This is an optimization exercise on Yosys and OpenROAD, whose aim is small area, not a production implementation.
RTL that was checked went through simulation tests only; none was proved equivalent to the original.
Power figures rest on the tool's default switching activity, not on a simulated workload.

==> flow/design.v <==
module matrix_column_loader #(
   parameter int          COLS       = 32,
   parameter int          MSG_LEN    = 64,
   parameter int unsigned SCROLL_DIV = 200,
   parameter int          SETUP_CYC  = 2,
   parameter int          HOLD_CYC   = 2
) (
   input  logic                  clk_i,
   input  logic                  rst_i,
   input  logic                  msg_we,
   input  logic [5:0]            msg_addr,
   input  logic [15:0]           msg_data,
   input  logic                  enable,
   output logic [4:0]            column_id,
   output logic [15:0]           in_column,
   output logic                  load,
   output logic                  busy,
   output logic                  frame_done,
   output logic [5:0]            offset
);
   localparam int DW = 16;
   localparam int NR = 64;
   logic [5:0]    q;
   logic [2:0]    r;
   logic          act;         
   logic          had;         
   logic [5:0]    offset_q;
   logic [DW-1:0] in_col_q;
   logic [DW-1:0] pf;          
   logic [5:0]    ph;          
   logic          run;         
   logic          ldc;
   logic [5:0]    ent;         
   logic [5:0]    ent_row;     
   logic [5:0]    wr_row;      
   logic          snoop;
   logic          refresh;
   logic [17:0]   pf_sel;
   logic [DW-1:0] pf_d;
   logic [DW-1:0] ring [NR];
   logic [NR-1:0] sel, nsel;
   logic [DW-1:0] wdata_e, wdata_o;
   logic          wr_odd, zclr, clr2;
   logic [4:0]    w1_half;
   assign ldc     = act && (r == 3'd4) && (q == 6'd63 || q < 6'd31);
   assign ent     = offset_q + q + 6'd1;
   assign ent_row = ent + ph;
   assign wr_row  = msg_addr + ph + 6'd1;
   assign snoop   = msg_we && (msg_addr == ent);
   always_ff @(posedge clk_i or posedge rst_i) begin
      if (rst_i) begin
         q        <= 6'd63;
         r        <= 3'd4;
         act      <= 1'b0;
         had      <= 1'b0;
         offset_q <= '0;
         in_col_q <= '0;
         ph       <= '0;
         run      <= 1'b0;
      end else begin
         ph  <= ph + 6'd1;
         run <= 1'b1;
         if (r == 3'd4) begin
            r <= 3'd0;
            q <= (q == 6'd38) ? 6'd63 : q + 6'd1;
         end else begin
            r <= r + 3'd1;
         end
         if (q == 6'd63 && r == 3'd3) act <= enable;
         if (ldc) begin
            in_col_q <= pf;
            had      <= 1'b1;
         end
         if (act && q == 6'd32 && r == 3'd0) offset_q <= offset_q + 6'd1;
      end
   end
   assign refresh = (ent_row[1:0] == 2'd0);
   assign pf_sel[17] = snoop;
   assign pf_sel[16] = ~snoop & ~refresh;
   for (genvar k = 0; k < 16; k++) begin : g_tap_sel
      assign pf_sel[k] = ~snoop & refresh & (ent_row[5:2] == 4'(k));
   end
   for (genvar b = 0; b < DW; b++) begin : g_pf
      logic [17:0] term;
      logic [5:0]  grp_n;
      for (genvar k = 0; k < 16; k++) begin : g_term
         assign term[k] = ring[4*k][b];
      end
      assign term[16] = pf[b];
      assign term[17] = msg_data[b];
      for (genvar g = 0; g < 6; g++) begin : g_grp
         mcl_aoi222 u_aoi (
            .a0(term[3*g]), .s0(pf_sel[3*g]), .a1(term[3*g+1]), .s1(pf_sel[3*g+1]),
            .a2(term[3*g+2]), .s2(pf_sel[3*g+2]), .y(grp_n[g])
         );
      end
      mcl_nand6 u_or (.a(grp_n), .y(pf_d[b]));
   end
   always_ff @(posedge clk_i) pf <= pf_d;
   assign wr_odd  = msg_we && wr_row[0];
   assign zclr    = ~run && ~wr_odd;
   assign wdata_o = msg_data & {DW{~zclr}};
   assign wdata_e = ~msg_data;
   always_ff @(posedge clk_i) w1_half <= wr_row[5:1];
   always_ff @(posedge clk_i or posedge rst_i) begin
      if (rst_i) clr2 <= 1'b0;
      else       clr2 <= ~run && wr_odd;
   end
   generate
      for (genvar j = 0; j < NR; j++) begin : g_row
         logic ws;
         assign ws = msg_we && (wr_row == 6'(j));
         if (j % 2 == 0) begin : g_even
            logic keep2;
            assign keep2   = clr2 && (w1_half == 5'((j / 2) + 31));
            assign sel[j]  = ws | ~run | (clr2 & ~keep2);
            assign nsel[j] = ~ws;
            mcl_row u_row (
               .clk_i(clk_i), .sel(sel[j]), .nsel(nsel[j]), .w(wdata_e),
               .prev(ring[(j+NR-1)%NR]), .q(ring[j])
            );
         end else begin : g_odd
            assign sel[j]  = ws | zclr;
            assign nsel[j] = ~sel[j];
            mcl_row u_row (
               .clk_i(clk_i), .sel(sel[j]), .nsel(nsel[j]), .w(wdata_o),
               .prev(ring[j-1]), .q(ring[j])
            );
         end
      end
   endgenerate
   assign busy       = act && (q < 6'd32 || (q == 6'd32 && r == 3'd0));
   assign load       = act && q < 6'd32 && (r == 3'd2 || r == 3'd3);
   assign frame_done = act && q == 6'd32 && r == 3'd0;
   assign column_id  = (act && q < 6'd32) ? q[4:0] : {5{had}};
   assign in_column  = in_col_q;
   assign offset     = offset_q;
endmodule
module mcl_row (
   input  logic        clk_i,
   input  logic        sel,
   input  logic        nsel,
   input  logic [15:0] w,
   input  logic [15:0] prev,
   output logic [15:0] q
);
   for (genvar b = 0; b < 16; b++) begin : g_bit
      mcl_bit u_bit (
         .clk_i(clk_i), .sel(sel), .nsel(nsel), .w(w[b]), .prev(prev[b]), .q(q[b])
      );
   end
endmodule
module mcl_bit (
   input  logic clk_i,
   input  logic sel,
   input  logic nsel,
   input  logic w,
   input  logic prev,
   output logic q
);
   always_ff @(posedge clk_i) q <= ~((w | nsel) & (prev | sel));
endmodule
module mcl_aoi222 (
   input  logic a0, s0, a1, s1, a2, s2,
   output logic y
);
   assign y = ~((a0 & s0) | (a1 & s1) | (a2 & s2));
endmodule
module mcl_nand6 (
   input  logic [5:0] a,
   output logic       y
);
   assign y = ~(&a);
endmodule
clock: 10.0 ns
lec_check: 0
cap_margin: 20
core_margin: 2
core_utilization: 30
cts_buf_list: sky130_fd_sc_hd__clkbuf_8
cts_cluster_diameter: 40
cts_cluster_size: 16
slew_margin: 20
synth_hierarchical: 1
run.sh (not shown) runs the stock make flow with config.mk's settings and CLKGATE_MAP_FILE= SYNTH_SCRIPT=/design/flow/synth_recipe.tcl, a recipe that flattens the netlist after the stock synthesis.
Change:
--- a/flow/design.v
+++ b/flow/design.v
@@ -34,9 +34,7 @@
    logic [5:0]    ent_row;     
    logic [5:0]    wr_row;      
    logic          snoop;
-   logic          refresh;
-   logic [17:0]   pf_sel;
-   logic [DW-1:0] pf_d;
+   logic [DW-1:0] tap;
    logic [DW-1:0] ring [NR];
    logic [NR-1:0] sel, nsel;
    logic [DW-1:0] wdata_e, wdata_o;
@@ -47,6 +45,7 @@
    assign ent_row = ent + ph;
    assign wr_row  = msg_addr + ph + 6'd1;
    assign snoop   = msg_we && (msg_addr == ent);
+   assign tap     = ring[{ent_row[5:2], 2'b00}];
    always_ff @(posedge clk_i or posedge rst_i) begin
       if (rst_i) begin
          q        <= 6'd63;
@@ -74,29 +73,10 @@
          if (act && q == 6'd32 && r == 3'd0) offset_q <= offset_q + 6'd1;
       end
    end
-   assign refresh = (ent_row[1:0] == 2'd0);
-   assign pf_sel[17] = snoop;
-   assign pf_sel[16] = ~snoop & ~refresh;
-   for (genvar k = 0; k < 16; k++) begin : g_tap_sel
-      assign pf_sel[k] = ~snoop & refresh & (ent_row[5:2] == 4'(k));
+   always_ff @(posedge clk_i) begin
+      if (snoop)                  pf <= msg_data;
+      else if (ent_row[1:0] == 0) pf <= tap;
    end
-   for (genvar b = 0; b < DW; b++) begin : g_pf
-      logic [17:0] term;
-      logic [5:0]  grp_n;
-      for (genvar k = 0; k < 16; k++) begin : g_term
-         assign term[k] = ring[4*k][b];
-      end
-      assign term[16] = pf[b];
-      assign term[17] = msg_data[b];
-      for (genvar g = 0; g < 6; g++) begin : g_grp
-         mcl_aoi222 u_aoi (
-            .a0(term[3*g]), .s0(pf_sel[3*g]), .a1(term[3*g+1]), .s1(pf_sel[3*g+1]),
-            .a2(term[3*g+2]), .s2(pf_sel[3*g+2]), .y(grp_n[g])
-         );
-      end
-      mcl_nand6 u_or (.a(grp_n), .y(pf_d[b]));
-   end
-   always_ff @(posedge clk_i) pf <= pf_d;
    assign wr_odd  = msg_we && wr_row[0];
    assign zclr    = ~run && ~wr_odd;
    assign wdata_o = msg_data & {DW{~zclr}};
@@ -160,15 +140,3 @@
 );
    always_ff @(posedge clk_i) q <= ~((w | nsel) & (prev | sel));
 endmodule
-module mcl_aoi222 (
-   input  logic a0, s0, a1, s1, a2, s2,
-   output logic y
-);
-   assign y = ~((a0 & s0) | (a1 & s1) | (a2 & s2));
-endmodule
-module mcl_nand6 (
-   input  logic [5:0] a,
-   output logic       y
-);
-   assign y = ~(&a);
-endmodule
Core utilization goes up by 0.18 points. Total power goes up by 2.0%. Final cell count goes up by 6.6%. Register-to-register slack improved by 0.26 ns. Design area goes up by 4.2%.
Function not checked in the second run of this note: the RTL went through the layout flow alone.

## separate check: timing with driven ports
How much do the figures lean on ideal ports? The routed layouts below were timed once more, with nothing changed but the port constraints. Step 1 sets driving cells, clkbuf_16 on the clock port and buf_2 on the other inputs (assumed; they add their load-dependent delay and slew). Step 2 also shifts input and output timing later by t, the mid clock arrival at the registers, as if the neighbouring blocks saw the same clock. Slacks: ideal / step 1 / step 2; pairs: ideal / step 1.
| run | t (ns) | setup WS [ns] | worst setup path after step 2 | slew at the worst register clock pin (ns) | worst data-port slew with drivers (ns) |
|---|---|---|---|---|---|
| the first run | 0.816 | 4.050 / 4.050 / 3.692 | input to register | 0.10 / 0.10 | 0.07 |
| the second run | 0.850 | 4.291 / 4.312 / 3.485 | input to register | 0.10 / 0.10 | 0.05 |
After both steps every run listed still meets setup and hold. For the second run, which loses most, drivers alone change the setup slack by +0.021 ns; drivers and shift together by -0.806 ns.
